Source: an optimization exercise on an open RTL-to-GDS flow (aim: small area, a short achievable clock period and few clock cycles per item). Production flows keep margins and buffers that such runs may drop.
At most, simulation tests tie the RTL to the original design; equivalence was not proved.
The RTL of run 1 was laid out without a check of its function.
No activity file was given, so power comes from the tool's default toggle rates.

==> flow/design.v <==
`default_nettype none
package psra_pkg;
    localparam int SLOTS  = 64;
    localparam int WINDOW = 5;
    localparam int KEEP   = WINDOW - 1;    
    localparam int SUM_W  = 19;            
    localparam logic [1:0] ST_NORMAL  = 2'd0;
    localparam logic [1:0] ST_COLD    = 2'd1;
    localparam logic [1:0] ST_HOT     = 2'd2;
    localparam logic [1:0] ST_UNKNOWN = 2'd3;
    localparam logic CFG_COLD = 1'b0;
    localparam logic CFG_HOT  = 1'b1;
    localparam logic signed [15:0] COLD_RESET = 16'sd3840;
    localparam logic signed [15:0] HOT_RESET  = 16'sd6400;
endpackage
`default_nettype wire
`default_nettype none
import psra_pkg::*;
module psra_ram (
    input  wire logic                 i_clk,
    input  wire logic                 i_rst_n,
    input  wire logic                 i_en,
    input  wire logic [15:0]          i_id,
    output logic      [SLOTS-1:0]     o_eq,
    output logic      [SLOTS-1:0]     o_free,
    output logic                      o_full,
    output logic                      o_full1,
    input  wire logic [SLOTS-1:0]     i_upd,
    input  wire logic                 i_upd_new,
    input  wire logic [15:0]          i_upd_id,
    input  wire logic [15:0]          i_upd_t,
    output logic      [16*KEEP-1:0]   o_rd_s,
    output logic      [2:0]           o_rd_c
);
    logic [15:0]        r_tid  [SLOTS];
    logic [16*KEEP-1:0] r_samp [SLOTS];
    logic [2:0]         r_cnt  [SLOTS];
    logic [SLOTS-1:0]   r_used;
    always_comb begin
        for (int i = 0; i < SLOTS; i++) begin
            o_eq[i]   = r_used[i] && (r_tid[i] == i_id);
            o_free[i] = !r_used[i] && (i == 0 || r_used[(i == 0) ? 0 : i - 1]);
        end
        o_full  = r_used[SLOTS-1];
        o_full1 = r_used[SLOTS-2];
    end
    always_ff @(posedge i_clk) begin
        if (!i_rst_n) begin
            r_used <= '0;
        end else if (i_en && i_upd_new) begin
            r_used <= {r_used[SLOTS-2:0], 1'b1};
        end
    end
    for (genvar i = 0; i < SLOTS; i++) begin : g_slot
        always_ff @(posedge i_clk) begin
            if (i_en && i_upd_new && i_upd[i]) begin
                r_tid[i] <= i_upd_id;
            end
            if (i_en && i_upd[i]) begin
                r_samp[i] <= {r_samp[i][16*(KEEP-1)-1:0], i_upd_t};
                if (i_upd_new) begin
                    r_cnt[i] <= 3'd1;
                end else if (r_cnt[i] != 3'(KEEP)) begin
                    r_cnt[i] <= r_cnt[i] + 3'd1;
                end
            end
        end
    end
    always_comb begin
        o_rd_s = '0;
        o_rd_c = '0;
        for (int i = 0; i < SLOTS; i++) begin
            o_rd_s = o_rd_s | ({(16*KEEP){i_upd[i]}} & r_samp[i]);
            o_rd_c = o_rd_c | ({3{i_upd[i]}} & r_cnt[i]);
        end
    end
endmodule
`default_nettype wire
`default_nettype none
import psra_pkg::*;
module psra_ctrl (
    input  wire logic        i_clk,
    input  wire logic        i_rst_n,
    input  wire logic        i_push,
    input  wire logic [33:0] i_data,
    output logic             o_hold,
    output logic             o_in_ready,
    output logic             o_out_valid,
    input  wire logic        i_out_ready,
    output logic [33:0]      o_out_data
);
    logic        r_ov, r_sv, r_rdy;
    logic [33:0] r_od, r_sd;
    logic        pop;
    logic        n_ov, n_sv;
    assign pop = r_ov && i_out_ready;
    always_comb begin
        n_ov = r_ov;
        n_sv = r_sv;
        if (pop) begin
            n_ov = r_sv;
            n_sv = 1'b0;
        end
        if (i_push) begin
            if (n_ov) begin
                n_sv = 1'b1;
            end else begin
                n_ov = 1'b1;
            end
        end
    end
    always_ff @(posedge i_clk) begin
        if (!i_rst_n) begin
            r_ov   <= 1'b0;
            r_sv   <= 1'b0;
            r_rdy  <= 1'b1;
        end else begin
            r_ov   <= n_ov;
            r_sv   <= n_sv;
            r_rdy  <= !n_sv;
        end
    end
    always_ff @(posedge i_clk) begin
        if (pop && r_sv) begin
            r_od <= r_sd;
        end else if (i_push && (!r_ov || pop)) begin
            r_od <= i_data;
        end
        if (i_push && r_ov && !(pop && !r_sv)) begin
            r_sd <= i_data;
        end
    end
    assign o_hold      = r_sv;
    assign o_in_ready  = r_rdy;
    assign o_out_valid = r_ov;
    assign o_out_data  = r_od;
endmodule
`default_nettype wire
`default_nettype none
import psra_pkg::*;
module psra_dp (
    input  wire logic                i_clk,
    input  wire logic                i_rst_n,
    input  wire logic                i_en,
    input  wire logic                i_v,
    input  wire logic                i_unk,
    input  wire logic [15:0]         i_id,
    input  wire logic [15:0]         i_t,
    input  wire logic [16*KEEP-1:0]  i_s,
    input  wire logic [2:0]          i_c,
    input  wire logic signed [15:0]  i_cold,
    input  wire logic signed [15:0]  i_hot,
    output logic                     o_v,
    output logic [33:0]              o_data
);
    logic                    r3_v, r3_unk;
    logic [15:0]             r3_id, r3_t;
    logic [16*KEEP-1:0]      r3_s;
    logic [KEEP-1:0]         r3_m;       
    logic [4:0]              r3_n;       
    always_ff @(posedge i_clk) begin
        if (!i_rst_n) begin
            r3_v <= 1'b0;
        end else if (i_en) begin
            r3_v <= i_v;
        end
        if (i_en) begin
            r3_unk <= i_unk;
            r3_id  <= i_id;
            r3_t   <= i_t;
            r3_s   <= i_s;
            for (int k = 0; k < KEEP; k++) begin
                r3_m[k] <= (i_c > 3'(k));
            end
            for (int k = 0; k < 5; k++) begin
                r3_n[k] <= (i_c == 3'(k));
            end
        end
    end
    logic [SUM_W-1:0] op3 [5];
    logic [SUM_W-1:0] sa, ca, sb, cb, sc, cc;
    logic [SUM_W-1:0] sum3;
    always_comb begin
        logic [SUM_W-1:0] g, p, x;
        op3[4] = SUM_W'($signed(r3_t));
        for (int k = 0; k < KEEP; k++) begin
            op3[k] = r3_m[k] ? SUM_W'($signed(r3_s[16*k +: 16])) : '0;
        end
        sa = op3[0] ^ op3[1] ^ op3[2];
        ca = ((op3[0] & op3[1]) | (op3[0] & op3[2]) | (op3[1] & op3[2])) << 1;
        sb = sa ^ ca ^ op3[3];
        cb = ((sa & ca) | (sa & op3[3]) | (ca & op3[3])) << 1;
        sc = sb ^ cb ^ op3[4];
        cc = ((sb & cb) | (sb & op3[4]) | (cb & op3[4])) << 1;
        g = sc & cc;
        p = sc ^ cc;
        x = p;
        for (int d = 1; d < SUM_W; d = d * 2) begin
            for (int j = SUM_W - 1; j >= d; j--) begin
                g[j] = g[j] | (p[j] & g[j - d]);
                p[j] = p[j] & p[j - d];
            end
        end
        sum3 = x ^ {g[SUM_W-2:0], 1'b0};
    end
    logic                    r4_v, r4_unk;
    logic [15:0]             r4_id;
    logic [SUM_W-1:0]        r4_sum;
    logic [4:0]              r4_n;
    always_ff @(posedge i_clk) begin
        if (!i_rst_n) begin
            r4_v <= 1'b0;
        end else if (i_en) begin
            r4_v <= r3_v;
        end
        if (i_en) begin
            r4_unk <= r3_unk;
            r4_id  <= r3_id;
            r4_sum <= sum3;
            r4_n   <= r3_n;
        end
    end
    function automatic logic [6:0] div_step(input logic [4:0] r, input logic [1:0] bb,
                                            input logic is5);
        logic [4:0] nr;
        logic [1:0] q;
        nr = '0;
        q  = '0;
        for (int a = 0; a < 5; a++) begin
            for (int b = 0; b < 4; b++) begin
                if (r[a] && bb == 2'(b)) begin
                    if (is5) begin
                        nr[(4 * a + b) % 5] = 1'b1;
                        q = q | 2'((4 * a + b) / 5);
                    end else if (a < 3) begin
                        nr[(4 * a + b) % 3] = 1'b1;
                        q = q | 2'((4 * a + b) / 3);
                    end
                end
            end
        end
        div_step = {q, nr};
    endfunction
    logic       is5_4;
    logic [4:0] rem4 [5];
    logic [7:0] qhi4;
    always_comb begin
        logic [6:0] st;
        is5_4 = r4_n[4];
        rem4[0] = '0;
        case (r4_sum[18:16])
            3'b000: rem4[0][0] = 1'b1;
            3'b001: rem4[0][1] = 1'b1;
            3'b010: rem4[0][2] = 1'b1;
            3'b011: rem4[0][is5_4 ? 3 : 0] = 1'b1;
            3'b100: rem4[0][is5_4 ? 1 : 2] = 1'b1;    
            3'b101: rem4[0][is5_4 ? 2 : 0] = 1'b1;    
            3'b110: rem4[0][is5_4 ? 3 : 1] = 1'b1;    
            default: rem4[0][is5_4 ? 4 : 2] = 1'b1;   
        endcase
        for (int j = 0; j < 4; j++) begin
            st = div_step(rem4[j], r4_sum[15 - 2 * j -: 2], is5_4);
            rem4[j + 1] = st[4:0];
            qhi4[7 - 2 * j -: 2] = st[6:5];
        end
    end
    logic                    r5_v, r5_unk;
    logic [15:0]             r5_id;
    logic [SUM_W-1:0]        r5_sum;
    logic [4:0]              r5_n;
    logic [4:0]              r5_rem;
    logic [7:0]              r5_qhi;
    always_ff @(posedge i_clk) begin
        if (!i_rst_n) begin
            r5_v <= 1'b0;
        end else if (i_en) begin
            r5_v <= r4_v;
        end
        if (i_en) begin
            r5_unk <= r4_unk;
            r5_id  <= r4_id;
            r5_sum <= r4_sum;
            r5_n   <= r4_n;
            r5_rem <= rem4[4];
            r5_qhi <= qhi4;
        end
    end
    logic [4:0]  rem5 [5];
    logic [7:0]  qlo5;
    logic [15:0] quo5;
    logic        inc5;
    always_comb begin
        logic [6:0] st;
        rem5[0] = r5_rem;
        for (int j = 0; j < 4; j++) begin
            st = div_step(rem5[j], r5_sum[7 - 2 * j -: 2], r5_n[4]);
            rem5[j + 1] = st[4:0];
            qlo5[7 - 2 * j -: 2] = st[6:5];
        end
        if (r5_n[0]) begin
            quo5 = r5_sum[15:0];
            inc5 = 1'b0;
        end else if (r5_n[1]) begin
            quo5 = r5_sum[16:1];
            inc5 = r5_sum[18] & r5_sum[0];
        end else if (r5_n[3]) begin
            quo5 = r5_sum[17:2];
            inc5 = r5_sum[18] & (|r5_sum[1:0]);
        end else begin
            quo5 = {r5_qhi, qlo5};
            inc5 = r5_sum[18] & !rem5[4][0];
        end
    end
    logic                    r6_v, r6_unk;
    logic [15:0]             r6_id;
    logic [15:0]             r6_quo;
    logic                    r6_inc;
    always_ff @(posedge i_clk) begin
        if (!i_rst_n) begin
            r6_v <= 1'b0;
        end else if (i_en) begin
            r6_v <= r5_v;
        end
        if (i_en) begin
            r6_unk <= r5_unk;
            r6_id  <= r5_id;
            r6_quo <= quo5;
            r6_inc <= inc5;
        end
    end
    logic signed [15:0] mean6;
    logic [1:0]         st6;
    always_comb begin
        mean6 = r6_quo + 16'(r6_inc);
        if (mean6 < i_cold) begin
            st6 = ST_COLD;
        end else if (mean6 > i_hot) begin
            st6 = ST_HOT;
        end else begin
            st6 = ST_NORMAL;
        end
        o_v = r6_v;
        if (r6_unk) begin
            o_data = {r6_id, 16'h0000, ST_UNKNOWN};
        end else begin
            o_data = {r6_id, mean6, st6};
        end
    end
endmodule
`default_nettype wire
`default_nettype none
import psra_pkg::*;
module per_sensor_running_average_alarm (
    input  wire logic        i_clk,
    input  wire logic        i_rst_n,
    input  wire logic        i_in_valid,
    output logic             o_in_ready,
    input  wire logic [31:0] i_in_data,
    output logic             o_out_valid,
    input  wire logic        i_out_ready,
    output logic [33:0]      o_out_data,
    input  wire logic        i_cfg_we,
    input  wire logic        i_cfg_idx,
    input  wire logic [15:0] i_cfg_data
);
    logic               hold;
    logic               en;
    logic [SLOTS-1:0]   eq, free;
    logic               full, full1;
    logic [SLOTS-1:0]   free_e;
    logic               full_e;
    logic               fwd2;
    logic [16*KEEP-1:0] rd_s;
    logic [2:0]         rd_c;
    logic               res_v;
    logic [33:0]        res_data;
    logic signed [15:0] r_cold, r_hot;
    logic               r1_v, r1_f;
    logic [15:0]        r1_id, r1_t;
    logic [SLOTS-1:0]   r1_m;
    logic               r2_v, r2_new, r2_unk;
    logic [15:0]        r2_id, r2_t;
    logic [SLOTS-1:0]   r2_sel;
    logic               hit, claim, unk;
    logic [SLOTS-1:0]   sel;
    assign en = !hold;
    psra_ram u_tab (
        .i_clk      (i_clk),
        .i_rst_n    (i_rst_n),
        .i_en       (en),
        .i_id       (i_in_data[31:16]),
        .o_eq       (eq),
        .o_free     (free),
        .o_full     (full),
        .o_full1    (full1),
        .i_upd      (r2_sel),
        .i_upd_new  (r2_new),
        .i_upd_id   (r2_id),
        .i_upd_t    (r2_t),
        .o_rd_s     (rd_s),
        .o_rd_c     (rd_c)
    );
    assign fwd2 = r2_v && r2_new && (r2_id == i_in_data[31:16]);
    always_ff @(posedge i_clk) begin
        if (!i_rst_n) begin
            r1_v <= 1'b0;
        end else if (en) begin
            r1_v <= i_in_valid;
        end
        if (en) begin
            r1_id <= i_in_data[31:16];
            r1_t  <= i_in_data[15:0];
            r1_m  <= eq | (fwd2 ? r2_sel : '0);
            r1_f  <= r1_v && (r1_id == i_in_data[31:16]);
        end
    end
    always_comb begin
        free_e = r2_new ? {free[SLOTS-2:0], 1'b0} : free;
        full_e = r2_new ? full1 : full;
        hit    = |r1_m;
        sel    = r1_f ? r2_sel : (hit ? r1_m : free_e);
        unk    = r1_f ? r2_unk : (!hit && full_e);
        claim  = r1_v && !r1_f && !hit && !full_e;
    end
    always_ff @(posedge i_clk) begin
        if (!i_rst_n) begin
            r2_v <= 1'b0;
        end else if (en) begin
            r2_v <= r1_v;
        end
        if (en) begin
            r2_sel <= r1_v ? sel : '0;
            r2_new <= claim;
            r2_unk <= unk;
            r2_id  <= r1_id;
            r2_t   <= r1_t;
        end
    end
    psra_dp u_dp (
        .i_clk   (i_clk),
        .i_rst_n (i_rst_n),
        .i_en    (en),
        .i_v     (r2_v),
        .i_unk   (r2_unk),
        .i_id    (r2_id),
        .i_t     (r2_t),
        .i_s     (rd_s),
        .i_c     (r2_new ? 3'd0 : rd_c),
        .i_cold  (r_cold),
        .i_hot   (r_hot),
        .o_v     (res_v),
        .o_data  (res_data)
    );
    psra_ctrl u_ctrl (
        .i_clk       (i_clk),
        .i_rst_n     (i_rst_n),
        .i_push      (res_v && en),
        .i_data      (res_data),
        .o_hold      (hold),
        .o_in_ready  (o_in_ready),
        .o_out_valid (o_out_valid),
        .i_out_ready (i_out_ready),
        .o_out_data  (o_out_data)
    );
    always_ff @(posedge i_clk) begin
        if (!i_rst_n) begin
            r_cold <= COLD_RESET;
            r_hot  <= HOT_RESET;
        end else if (i_cfg_we) begin
            if (i_cfg_idx == CFG_HOT) begin
                r_hot <= i_cfg_data;
            end else begin
                r_cold <= i_cfg_data;
            end
        end
    end
endmodule
`default_nettype wire
==> flow/run.sh <==
#!/bin/bash
# synth_recipe.tcl (not shown) runs the flow's synth.tcl, then flattens the netlist and writes it again
# the make line also repeats each setting of config.mk as NAME=value (left out here)
make -C /OpenROAD-flow-scripts/flow DESIGN_CONFIG=/design/flow/config.mk WORK_HOME=/design/flow/orfs CLKGATE_MAP_FILE= SYNTH_SCRIPT=/design/flow/synth_recipe.tcl finish
==> flow/config.mk <==
export PLATFORM = sky130hd
export DESIGN_NAME = per_sensor_running_average_alarm
export DESIGN_NICKNAME = per_sensor_running_average_alarm
export VERILOG_FILES = /design/flow/design.v
export SDC_FILE = /design/flow/constraint.sdc
export NUM_CORES = 4
export LEC_CHECK = 0
export CAP_MARGIN = 20
export CORE_MARGIN = 2
export CORE_UTILIZATION = 40
export SETUP_SLACK_MARGIN = 4.8
export SLEW_MARGIN = 20
export SYNTH_MEMORY_MAX_BITS = 16384
==> flow/constraint.sdc <==
create_clock -name core_clock -period 8.0 [get_ports {i_clk}]
set_input_delay 1.6000 -clock core_clock [delete_from_list [all_inputs] [get_ports {i_clk}]]
set_output_delay 1.6000 -clock core_clock [all_outputs]
set_load 0.01 [all_outputs]
==> results of run 1 <==
state kept, by name, summed over array words and instances (netlist names), 34 cells and up:
register / cells
u_tab.r_samp: 4096
u_tab.r_tid: 1024
u_tab.r_cnt: 192
r1_m: 64
r2_sel: 64
u_dp.r3_s: 64
u_tab.r_used: 64
u_ctrl.r_od: 34
u_ctrl.r_sd: 34
critical path, stage by stage, from the launching register on:
cell      delay [ns]
edfxtp_1        0.49
and2_4          0.22
fa_1            0.55
fa_1            0.44
inv_2           0.07
fa_2            0.44
inv_2           0.09
ha_4            0.16
inv_4           0.04
fa_2            0.38
nor2b_2         0.13
o21ai_2         0.07
a21boi_2        0.22
o21ai_2         0.11
a21boi_2        0.17
o21ai_2         0.10
a21boi_2        0.19
o21ai_2         0.10
a21oi_2         0.22
buf_4           0.15
o211ai_1        0.08
layout make-up:
class                   count  area, sq um  share of cell area (%)
clock inverters           315         2910                    1.11
clock buffers             773        16200                    6.19
inverters                 234         1010                   0.386
diodes                     24         60.1                  0.0229
multi-input cells        6110        49500                    18.9
repair inverters            1         7.51                 0.00286
flip-flops and latches   5912       176000                    67.3
well taps                7533         9430                    3.59
repair buffers            690         6720                    2.56
power groups by stage:
stage	sequential (mW)	combinational (mW)	clock, mW
CTS	34.3	3.31	27.8
detailed placement	34.9	2.69	0
global route	34.3	3.81	29.0
finish	34.3	3.57	27.8
global placement	34.9	2.68	0
floorplan	34.8	1.81	0
stage by stage:
stage / util (%) / hold slack (ns) / instance area (sq um) / setup WS (ns)
floorplan: - / 0.400 / 228000 / 3.64
global placement: 42.1 / 0.400 / 239000 / 2.59
detailed placement: 42.1 / 0.405 / 239000 / 2.84
CTS: 46.0 / 0.357 / 261000 / 3.28
global route: 46.1 / 0.380 / 262000 / 3.11
finish: 46.1 / 0.332 / 262000 / 3.27
cell usage in the layout (no fill, tap or decap), types with 46 or more instances in the layout:
cell	count
edfxtp_1	5807
xnor2_1	1133
a22o_1	1074
a221oi_1	1052
clkbuf_16	620
nand4_1	483
nand2_1	454
buf_4	409
inv_1	199
ha_1	172
nor2_1	152
nor2b_1	151
clkbuf_1	137
clkinv_1	128
buf_6	123
a21oi_1	122
and2_1	111
dfxtp_1	102
o21ai_0	96
a21boi_0	91
clkinv_2	84
nand3_1	83
nor4_1	72
a32o_1	64
buf_12	64
nand3b_1	63
o21a_1	61
nor2b_4	49
fa_1	47
or4_1	46
repair_timing:
item | in CTS | in global routing
setup buffers | 145 | 32
cloned | 6 | 1
gates resized for setup | 519 | 126
setup endpoints to repair | 2756 | 295
pin swaps | 87 | 63
cell families after synthesis:
kind of cell             Yosys count  share of synthesized area [%]
AO/OA/AOI/OAI                   2804                           10.2
adder cells (fa/ha/maj)          230                           1.43
AND/OR/NAND/NOR                 1874                           4.49
flip-flops                      5912                           77.4
multiplexers                      44                          0.262
buffers and inverters           1056                           1.76
XOR/XNOR                        1158                           4.45
per-layer routing:
| layer | global-route usage (%) | vias to the layer above | share of wire [%] |
|---|---|---|---|
| li1 | - | 53953 | - |
| met1 | 39.1 | 73534 | 37 |
| met2 | 42.8 | 12971 | 43 |
| met3 | 8.44 | 2595 | 14 |
| met4 | 15.9 | 22 | 6.7 |
| met5 | 0 | - | 0.016 |
how the worst max path moves through the flow:
stage,start,to,slack [ns],cells after the start
floorplan,u_dp.r3_m[2]$_DFFE_PN_,u_dp.r4_sum[15]$_DFFE_PN_,3.64,21
global placement,u_dp.r3_m[1]$_DFFE_PN_,u_dp.r4_sum[15]$_DFFE_PN_,2.59,20
detailed placement,u_dp.r3_m[1]$_DFFE_PN_,u_dp.r4_sum[15]$_DFFE_PN_,2.84,20
CTS,u_dp.r3_m[1]$_DFFE_PN_,u_dp.r4_sum[15]$_DFFE_PN_,3.28,20
global route,u_dp.r3_m[1]$_DFFE_PN_,u_dp.r4_sum[17]$_DFFE_PN_,3.11,20
finish,u_dp.r3_m[1]$_DFFE_PN_,u_dp.r4_sum[17]$_DFFE_PN_,3.27,20
==> results by group, run 1 <==
Route
  • WL final: just under 900000 um
  • Vias per cell: 6.63
  • Vias: 143075
  • Detailed Routing Iterations Pass 1: 6
  • Initial DRC Count: 27503
  • WL per Instance: between 40 and 50 um
  • ANT nets after route: 0
  • DRC errors left: 0

Global route
  • Largest net degree at the start of global routing: between 100 and 150
  • Gr usage total: just under 30%
  • Global-route wire length before repair: 1160000 um
  • Initial antenna violation count: 43
  • Vias in the first global route: between 100k and 150k
  • Grt ovf: 0

Clock tree
  • Post-CTS Hold Buffers: 0
  • TritonCTS buffer count: ~610
  • TritonCTS Sinks: 5912
  • H-tree depth: 6
  • Clock Latency Late Sink: around 1.2 ns
  • TritonCTS clock tree: built
  • Reg clk slew, reported paths: 0.07 ns
  • Clock root cell: clkbuf_16
  • Bufs on Longest Clock Path: 4

Timing
  • Headroom to the max-slew limit: under 10%
  • Final hold violations: 0
  • # setup viols final: 0
  • Fin. max-slew vios: 0
  • FMAX: between 200 and 250 MHz
  • RSZ-0062 raised after global routing: yes
  • Post-route setup TNS: 0 ns
  • Minimum clock period: about 4.7 ns
  • Tcrit/Tclk final: ~60%
  • Worst-margin pin slew: ~1.4 ns
  • Clock skew: 0.138 ns

Finish
  • Layout fillers: ~48000
  • Post-Layout Cell Count: roughly 22000
  • Layout cells sized above 1: 13.1%
  • Nets: about 14000
  • Area delta synth->final: 15.0%

Power and ir drop
  • Lkg Pwr: approximately 83 nW
  • Switching Share: between 20% and 30%
  • Peak VDD IR: about 0.00027 V
  • Net switching power: ~15 mW
  • Flop pwr share: around 52%
  • Comb pwr share: between 5 and 6%
  • Pwr dens: ~250 nW/um^2
  • Clock power share: a little over two fifths
  • Internal power: around 50 mW
  • Total Power: around 66 mW

Logic synthesis
  • Post-synth EDFFs: between 5000 and 6000
  • Net Count, Synth: 13362
  • Area of the mapped netlist: between 200000 and 250000 sq um
  • Commonest cells post-synth: edfxtp_1 (5807), xnor2_1 (1135), a221oi_1 (1080)
  • Count leader, synth: edfxtp_1
  • Yosys top cell area share: about three quarters
  • Avg Cell Area, Syn: 17.4 sq um
  • Post-synthesis sequential area ratio: 77.4%
  • Synth area leader: edfxtp_1
  • Area contributors post-synth: edfxtp_1 (76%), xnor2_1 (4.4%), a221oi_1 (4.1%), a22o_1 (4.1%), nand4_1 (1.3%)
  • Synth Flop Type: edfxtp_1
  • Mapped Cells: between 10000 and 15000
  • FFs w/ async S/R, synth: 0%
  • Unique cell type count in the Yosys netlist: 86
  • Yosys warns: 10
  • Synthesized flop and latch total: slightly below 6000

Worst setup path
  • CP arrival: between 5 and 6 ns
  • CP required: ~9 ns
  • Reg-to-reg endpoint: u_dp.r4_sum[17]$_DFFE_PN_
  • Startpoint Class: flop
  • Cells on worst reg2reg path: 20
  • Reg2Reg Launch Point: u_dp.r3_m[1]$_DFFE_PN_
  • Setup crit end kind: flop
  • CP Class: reg2reg
  • Critical Path Fanout Max: 3
  • Flop-to-flop setup slack: about 3.3 ns

Floorplanning
  • Die Y: 759 um
  • Core Box Area: between 500000 and 600000 sq um
  • Starting density of the core: between 40 and 50%
  • Cell row count: 277
  • Die X: around 760 um
  • IO Count: 90
  • Die footprint: around 580000 sq um

Place
  • DP Wirelength: just over 500000 um
  • Gpl congestion: a little over 0.9
  • Placed insts: roughly 20000
  • IO buf count: 89

Run
  • Max_cap viols: 0

Worst hold path
  • Hold_sp: u_tab.r_samp[50][0]$_DFFE_PP_
  • WHS Endpoint: u_tab.r_samp[50][16]$_DFFE_PP_
  • Hold Crit Class: reg2reg
  • Hold Path Cell Cnt: 0

Status
  • Outcome: timing/DRC/antenna clean
==> run 2: changes to the inputs <==
--- a/flow/design.v
+++ b/flow/design.v
@@ -24,10 +24,10 @@
     output logic      [SLOTS-1:0]     o_eq,
     output logic      [SLOTS-1:0]     o_free,
     output logic                      o_full,
-    output logic                      o_full1,
+    input  wire logic                 i_claim,
+    input  wire logic [15:0]          i_claim_id,
     input  wire logic [SLOTS-1:0]     i_upd,
     input  wire logic                 i_upd_new,
-    input  wire logic [15:0]          i_upd_id,
     input  wire logic [15:0]          i_upd_t,
     output logic      [16*KEEP-1:0]   o_rd_s,
     output logic      [2:0]           o_rd_c
@@ -41,20 +41,19 @@
             o_eq[i]   = r_used[i] && (r_tid[i] == i_id);
             o_free[i] = !r_used[i] && (i == 0 || r_used[(i == 0) ? 0 : i - 1]);
         end
-        o_full  = r_used[SLOTS-1];
-        o_full1 = r_used[SLOTS-2];
+        o_full = r_used[SLOTS-1];
     end
     always_ff @(posedge i_clk) begin
         if (!i_rst_n) begin
             r_used <= '0;
-        end else if (i_en && i_upd_new) begin
+        end else if (i_en && i_claim) begin
             r_used <= {r_used[SLOTS-2:0], 1'b1};
         end
     end
     for (genvar i = 0; i < SLOTS; i++) begin : g_slot
         always_ff @(posedge i_clk) begin
-            if (i_en && i_upd_new && i_upd[i]) begin
-                r_tid[i] <= i_upd_id;
+            if (i_en && i_claim && o_free[i]) begin
+                r_tid[i] <= i_claim_id;
             end
             if (i_en && i_upd[i]) begin
                 r_samp[i] <= {r_samp[i][16*(KEEP-1)-1:0], i_upd_t};
@@ -156,8 +155,7 @@
     logic                    r3_v, r3_unk;
     logic [15:0]             r3_id, r3_t;
     logic [16*KEEP-1:0]      r3_s;
-    logic [KEEP-1:0]         r3_m;       
-    logic [4:0]              r3_n;       
+    logic [2:0]              r3_c;
     always_ff @(posedge i_clk) begin
         if (!i_rst_n) begin
             r3_v <= 1'b0;
@@ -169,44 +167,24 @@
             r3_id  <= i_id;
             r3_t   <= i_t;
             r3_s   <= i_s;
-            for (int k = 0; k < KEEP; k++) begin
-                r3_m[k] <= (i_c > 3'(k));
-            end
-            for (int k = 0; k < 5; k++) begin
-                r3_n[k] <= (i_c == 3'(k));
-            end
+            r3_c   <= i_c;
         end
     end
-    logic [SUM_W-1:0] op3 [5];
-    logic [SUM_W-1:0] sa, ca, sb, cb, sc, cc;
-    logic [SUM_W-1:0] sum3;
+    logic signed [SUM_W-1:0] sum3;
+    logic        [2:0]       n3;
     always_comb begin
-        logic [SUM_W-1:0] g, p, x;
-        op3[4] = SUM_W'($signed(r3_t));
+        sum3 = SUM_W'($signed(r3_t));
         for (int k = 0; k < KEEP; k++) begin
-            op3[k] = r3_m[k] ? SUM_W'($signed(r3_s[16*k +: 16])) : '0;
-        end
-        sa = op3[0] ^ op3[1] ^ op3[2];
-        ca = ((op3[0] & op3[1]) | (op3[0] & op3[2]) | (op3[1] & op3[2])) << 1;
-        sb = sa ^ ca ^ op3[3];
-        cb = ((sa & ca) | (sa & op3[3]) | (ca & op3[3])) << 1;
-        sc = sb ^ cb ^ op3[4];
-        cc = ((sb & cb) | (sb & op3[4]) | (cb & op3[4])) << 1;
-        g = sc & cc;
-        p = sc ^ cc;
-        x = p;
-        for (int d = 1; d < SUM_W; d = d * 2) begin
-            for (int j = SUM_W - 1; j >= d; j--) begin
-                g[j] = g[j] | (p[j] & g[j - d]);
-                p[j] = p[j] & p[j - d];
+            if (r3_c > 3'(k)) begin
+                sum3 = sum3 + SUM_W'($signed(r3_s[16*k +: 16]));
             end
         end
-        sum3 = x ^ {g[SUM_W-2:0], 1'b0};
+        n3 = r3_c + 3'd1;
     end
     logic                    r4_v, r4_unk;
     logic [15:0]             r4_id;
     logic [SUM_W-1:0]        r4_sum;
-    logic [4:0]              r4_n;
+    logic [2:0]              r4_n;
     always_ff @(posedge i_clk) begin
         if (!i_rst_n) begin
             r4_v <= 1'b0;
@@ -217,7 +195,7 @@
             r4_unk <= r3_unk;
             r4_id  <= r3_id;
             r4_sum <= sum3;
-            r4_n   <= r3_n;
+            r4_n   <= n3;
         end
     end
     function automatic logic [6:0] div_step(input logic [4:0] r, input logic [1:0] bb,
@@ -246,7 +224,7 @@
     logic [7:0] qhi4;
     always_comb begin
         logic [6:0] st;
-        is5_4 = r4_n[4];
+        is5_4 = (r4_n == 3'd5);
         rem4[0] = '0;
         case (r4_sum[18:16])
             3'b000: rem4[0][0] = 1'b1;
@@ -267,7 +245,7 @@
     logic                    r5_v, r5_unk;
     logic [15:0]             r5_id;
     logic [SUM_W-1:0]        r5_sum;
-    logic [4:0]              r5_n;
+    logic [2:0]              r5_n;
     logic [4:0]              r5_rem;
     logic [7:0]              r5_qhi;
     always_ff @(posedge i_clk) begin
@@ -293,23 +271,28 @@
         logic [6:0] st;
         rem5[0] = r5_rem;
         for (int j = 0; j < 4; j++) begin
-            st = div_step(rem5[j], r5_sum[7 - 2 * j -: 2], r5_n[4]);
+            st = div_step(rem5[j], r5_sum[7 - 2 * j -: 2], r5_n == 3'd5);
             rem5[j + 1] = st[4:0];
             qlo5[7 - 2 * j -: 2] = st[6:5];
         end
-        if (r5_n[0]) begin
-            quo5 = r5_sum[15:0];
-            inc5 = 1'b0;
-        end else if (r5_n[1]) begin
-            quo5 = r5_sum[16:1];
-            inc5 = r5_sum[18] & r5_sum[0];
-        end else if (r5_n[3]) begin
-            quo5 = r5_sum[17:2];
-            inc5 = r5_sum[18] & (|r5_sum[1:0]);
-        end else begin
-            quo5 = {r5_qhi, qlo5};
-            inc5 = r5_sum[18] & !rem5[4][0];
-        end
+        case (r5_n)
+            3'd1: begin
+                quo5 = r5_sum[15:0];
+                inc5 = 1'b0;
+            end
+            3'd2: begin
+                quo5 = r5_sum[16:1];
+                inc5 = r5_sum[18] & r5_sum[0];
+            end
+            3'd4: begin
+                quo5 = r5_sum[17:2];
+                inc5 = r5_sum[18] & (|r5_sum[1:0]);
+            end
+            default: begin
+                quo5 = {r5_qhi, qlo5};
+                inc5 = r5_sum[18] & !rem5[4][0];
+            end
+        endcase
     end
     logic                    r6_v, r6_unk;
     logic [15:0]             r6_id;
@@ -366,10 +349,7 @@
     logic               hold;
     logic               en;
     logic [SLOTS-1:0]   eq, free;
-    logic               full, full1;
-    logic [SLOTS-1:0]   free_e;
-    logic               full_e;
-    logic               fwd2;
+    logic               full;
     logic [16*KEEP-1:0] rd_s;
     logic [2:0]         rd_c;
     logic               res_v;
@@ -392,15 +372,14 @@
         .o_eq       (eq),
         .o_free     (free),
         .o_full     (full),
-        .o_full1    (full1),
+        .i_claim    (claim),
+        .i_claim_id (r1_id),
         .i_upd      (r2_sel),
         .i_upd_new  (r2_new),
-        .i_upd_id   (r2_id),
         .i_upd_t    (r2_t),
         .o_rd_s     (rd_s),
         .o_rd_c     (rd_c)
     );
-    assign fwd2 = r2_v && r2_new && (r2_id == i_in_data[31:16]);
     always_ff @(posedge i_clk) begin
         if (!i_rst_n) begin
             r1_v <= 1'b0;
@@ -410,17 +389,15 @@
         if (en) begin
             r1_id <= i_in_data[31:16];
             r1_t  <= i_in_data[15:0];
-            r1_m  <= eq | (fwd2 ? r2_sel : '0);
+            r1_m  <= eq;
             r1_f  <= r1_v && (r1_id == i_in_data[31:16]);
         end
     end
     always_comb begin
-        free_e = r2_new ? {free[SLOTS-2:0], 1'b0} : free;
-        full_e = r2_new ? full1 : full;
-        hit    = |r1_m;
-        sel    = r1_f ? r2_sel : (hit ? r1_m : free_e);
-        unk    = r1_f ? r2_unk : (!hit && full_e);
-        claim  = r1_v && !r1_f && !hit && !full_e;
+        hit   = |r1_m;
+        sel   = r1_f ? r2_sel : (hit ? r1_m : free);
+        unk   = r1_f ? r2_unk : (!hit && full);
+        claim = r1_v && !r1_f && !hit && !full;
     end
     always_ff @(posedge i_clk) begin
         if (!i_rst_n) begin
--- a/flow/config.mk
+++ b/flow/config.mk
@@ -8,6 +8,5 @@
 export CAP_MARGIN = 20
 export CORE_MARGIN = 2
 export CORE_UTILIZATION = 40
-export SETUP_SLACK_MARGIN = 4.8
 export SLEW_MARGIN = 20
 export SYNTH_MEMORY_MAX_BITS = 16384
==> run 2 against run 1 <==
Critical endpoint is now u_dp.r4_sum[18]$_DFFE_PN_; die area up 0.15%; first-iteration DRC count fell by 2.7%; synthesized area rose by 0.15%.
==> results by group, run 2 <==
Logic synthesis
  • Avg Cell Area, Syn: approximately 17 sq um
  • Unique cell type count in the Yosys netlist: 95
  • Synthesized flop and latch total: between 5000 and 6000
  • FFs w/ async S/R, synth: 0%
  • Area of the mapped netlist: between 200000 and 250000 sq um
  • Mapped Cells: ~13000
  • Net Count, Synth: 13546
  • Area contributors post-synth: edfxtp_1 (76%), a221oi_1 (4.1%), a22o_1 (4.1%), xor2_1 (4.0%), ha_1 (1.3%)
  • Commonest cells post-synth: edfxtp_1 (5800), a221oi_1 (1080), a22o_1 (1075)
  • Count leader, synth: edfxtp_1
  • Synth Flop Type: edfxtp_1
  • Post-synth EDFFs: 5800
  • Yosys warns: 9
  • Post-synthesis sequential area ratio: between 70% and 80%
  • Yosys top cell area share: between 70% and 80%
  • Synth area leader: edfxtp_1

Timing
  • Worst-margin pin slew: roughly 1.3 ns
  • Tcrit/Tclk final: ~90%
  • Fin. max-slew vios: 0
  • RSZ-0062 raised after global routing: no
  • Clock skew: 0.134 ns
  • # setup viols final: 0
  • Headroom to the max-slew limit: between 10% and 20%
  • FMAX: between 100 and 150 MHz
  • Minimum clock period: approximately 7.4 ns
  • Post-route setup TNS: 0 ns
  • Final hold violations: 0

Clock tree
  • Reg clk slew, reported paths: 0.06 ns
  • Bufs on Longest Clock Path: 4
  • TritonCTS Sinks: 5905
  • Clock root cell: clkbuf_16
  • H-tree depth: 6
  • TritonCTS buffer count: 613
  • Clock Latency Late Sink: 1.12 ns
  • TritonCTS clock tree: built

Route
  • WL final: approximately 860000 um
  • Vias: 142484
  • ANT nets after route: 0
  • Initial DRC Count: around 27000
  • WL per Instance: 39.9 um
  • DRC errors left: 0
  • Vias per cell: about 6.6
  • Detailed Routing Iterations Pass 1: 9

Power and ir drop
  • Clock power share: 42.3%
  • Pwr dens: around 250 nW/um^2
  • Flop pwr share: 52.2%
  • Peak VDD IR: 0.000244 V
  • Lkg Pwr: 84.4 nW
  • Net switching power: approximately 15 mW
  • Switching Share: between 20% and 30%
  • Internal power: about 50 mW
  • Comb pwr share: around 5.5%

Finish
  • Layout cells sized above 1: 10.6%
  • Most frequent cells in the layout: edfxtp_1 (5800), a221oi_1 (1080), a22o_1 (1075)
  • Fin area: ~260000 sq um
  • Nets: between 10000 and 15000
  • Biggest regs: u_tab.r_samp x4096, u_tab.r_tid x1024, u_tab.r_cnt x192
  • Biggest register: u_tab.r_samp
  • Area delta synth->final: 13.8%
  • Most common cell after layout, fill and taps aside: edfxtp_1
  • Layout fillers: about 49000
  • Max FFs per register: 4096

Worst setup path
  • Instance count on the critical path: 31
  • Crit-path slowest cell: fa_1
  • Crit path buf inv count: 1
  • CP arrival: between 8 and 9 ns
  • CP Class: reg2reg
  • CP peak stage delay: between 0.4 and 0.5 ns
  • Reg2Reg Launch Point: u_dp.r3_t[0]$_DFFE_PN_
  • Crit path from: u_dp.r3_t[0]$_DFFE_PN_
  • Reg-to-reg endpoint: u_dp.r4_sum[18]$_DFFE_PN_
  • Startpoint Class: flop
  • Setup crit end kind: flop
  • Cells on worst reg2reg path: 31
  • Flop-to-flop setup slack: just over 0.6 ns
  • Crit path max-delay family: compound AO/OA/AOI/OAI gates
  • Critical Path Fanout Max: 6
  • Worst setup endpoint: u_dp.r4_sum[18]$_DFFE_PN_
  • CP required: around 8.8 ns

Place
  • DP Wirelength: about 510000 um
  • IO buf count: 89
  • Gpl congestion: about 0.94
  • DP Area: between 200000 and 250000 sq um

Worst hold path
  • Hold Crit Class: reg2reg

Run
  • Max_cap viols: 0

Floorplanning
  • Cell row count: between 200 and 300
  • Die footprint: around 580000 sq um
  • Die X: between 700 and 800 um
  • Starting density of the core: 40.1%
  • Core Box Area: roughly 570000 sq um
  • IO Count: 90
  • Die Y: around 760 um

Status
  • Outcome: timing/DRC/antenna clean

Global route
  • Grt ovf: 0
  • Initial antenna violation count: 47
  • Global-route wire length before repair: 1150000 um
  • Largest net degree at the start of global routing: roughly 160
  • Gr usage total: ~29%
  • Vias in the first global route: between 100k and 150k
## run 2: worst register-to-register path, delay by kind of cell, from the launching register on
family,cells,cell delay [ns]
mux,2,0.51
fa+ha+maj,5,1.66
flops,1,0.40
buf+inv,1,0.18
xor+xnor,3,0.25
simple gates,2,0.43
compound gates,18,3.67
## run 2: worst min-delay path by stage
| stage | from | to | cells after the start |
|---|---|---|---|
| final | u_tab.r_samp[29][8]$_DFFE_PP_ | u_tab.r_samp[29][24]$_DFFE_PP_ | 0 |
| after global routing | u_tab.r_samp[51][16]$_DFFE_PP_ | u_tab.r_samp[51][32]$_DFFE_PP_ | 0 |
| after CTS | u_tab.r_samp[29][8]$_DFFE_PP_ | u_tab.r_samp[29][24]$_DFFE_PP_ | 0 |
| after detailed placement | r2_id[0]$_DFFE_PN_ | u_dp.r3_id[0]$_DFFE_PN_ | 0 |
| after global placement | u_dp.r4_id[2]$_DFFE_PN_ | u_dp.r5_id[2]$_DFFE_PN_ | 0 |
| after floorplan | r1_t[0]$_DFFE_PN_ | r2_t[0]$_DFFE_PN_ | 0 |
## run 2: logic make-up (layout without fill, tap and decap cells)
group / Yosys count / count (layout) / share of synthesized area, %
flip-flops: 5905 / 5905 / 77.2
AO/OA/AOI/OAI: 2859 / 2859 / 10.4
AND/OR/NAND/NOR: 1942 / 1942 / 4.57
XOR/XNOR: 1173 / 1173 / 4.50
buffers and inverters: 1078 / 1917 / 1.79
adder cells (fa/ha/maj): 239 / 239 / 1.32
multiplexers: 57 / 57 / 0.294
other: 0 / 36 / 0
## run 2: power by group through the flow
stage,combinational [mW],clock [mW],sequential [mW]
floorplan,2.47,0,34.9
global placement,3.54,0,35.1
detailed placement,3.55,0,35.0
CTS,3.58,28.0,34.4
global route,3.95,29.2,34.4
finish,3.62,27.9,34.4
## run 2: repair_timing
item	in CTS	in global routing
endpoints found under the setup margin	0	2
buffers inserted	0	1
hold endpoints to repair	0	0
resized for setup	0	5
hold buffers	0	0
## run 2: per-layer routing
| layer | track usage [%] | up-vias | part of all wire, % |
|---|---|---|---|
| met3 | 7.91 | 2702 | 14 |
| li1 | - | 54436 | - |
| met1 | 38.7 | 72412 | 37 |
| met5 | 0 | - | 0.022 |
| met4 | 16.0 | 26 | 7.0 |
| met2 | 42.5 | 12908 | 43 |
## run 2: final cells by class
class | instances | area (sq um) | area share, %
flip-flops and latches | 5905 | 176000 | 67.8
multi-input cells | 6270 | 49200 | 18.9
clock buffers | 794 | 16200 | 6.25
well taps | 7533 | 9430 | 3.62
repair buffers | 519 | 4630 | 1.78
clock inverters | 322 | 3120 | 1.20
inverters | 282 | 1060 | 0.409
diodes | 36 | 90.1 | 0.0346
## run 2: stage by stage
step / hold WS (ns) / cells / utilization (%) / total power [mW] / setup WS [ns]
detailed placement: 0.405 / 20507 / 42.2 / 38.6 / 0.419
finish: 0.342 / 21661 / 45.7 / 65.9 / 0.615
CTS: 0.358 / 21623 / 45.6 / 65.9 / 0.337
floorplan: 0.400 / 13253 / - / 37.3 / 0.910
global placement: 0.401 / 20498 / 42.2 / 38.6 / 0.340
global route: 0.380 / 21632 / 45.7 / 67.5 / 0.0313
Testbench counts of run 2, summed over its fixed seeds: cycles 16,056, items 16,000.

## re-timing with driven ports
In the flow no input, the clock included, has a driving cell. The finished layouts below were timed again as built, in two steps. Step 1 sets driving cells, clkbuf_16 on the clock port and buf_2 on the other inputs (assumed; they add their load-dependent delay and slew). Step 2 moves the port delays by t, midway between the first and last clock arrival at a register: inputs arrive t later, outputs are due t later. That takes back most of the time a late clock gives input paths. a / b / c = no drivers / after step 1 / after step 2; a / b = the first two.
| run | t, ns | setup slack, ns | slew at the worst register clock pin (ns) | pins driven straight from the clock port |
|---|---|---|---|---|
| run 1 | 1.231 | 3.269 / 3.269 / 3.269 | 0.07 / 0.07 | 1 |
| run 2 | 1.152 | 0.615 / 0.615 / 0.615 | 0.07 / 0.07 | 1 |
After both steps setup and hold are still met in every run listed.
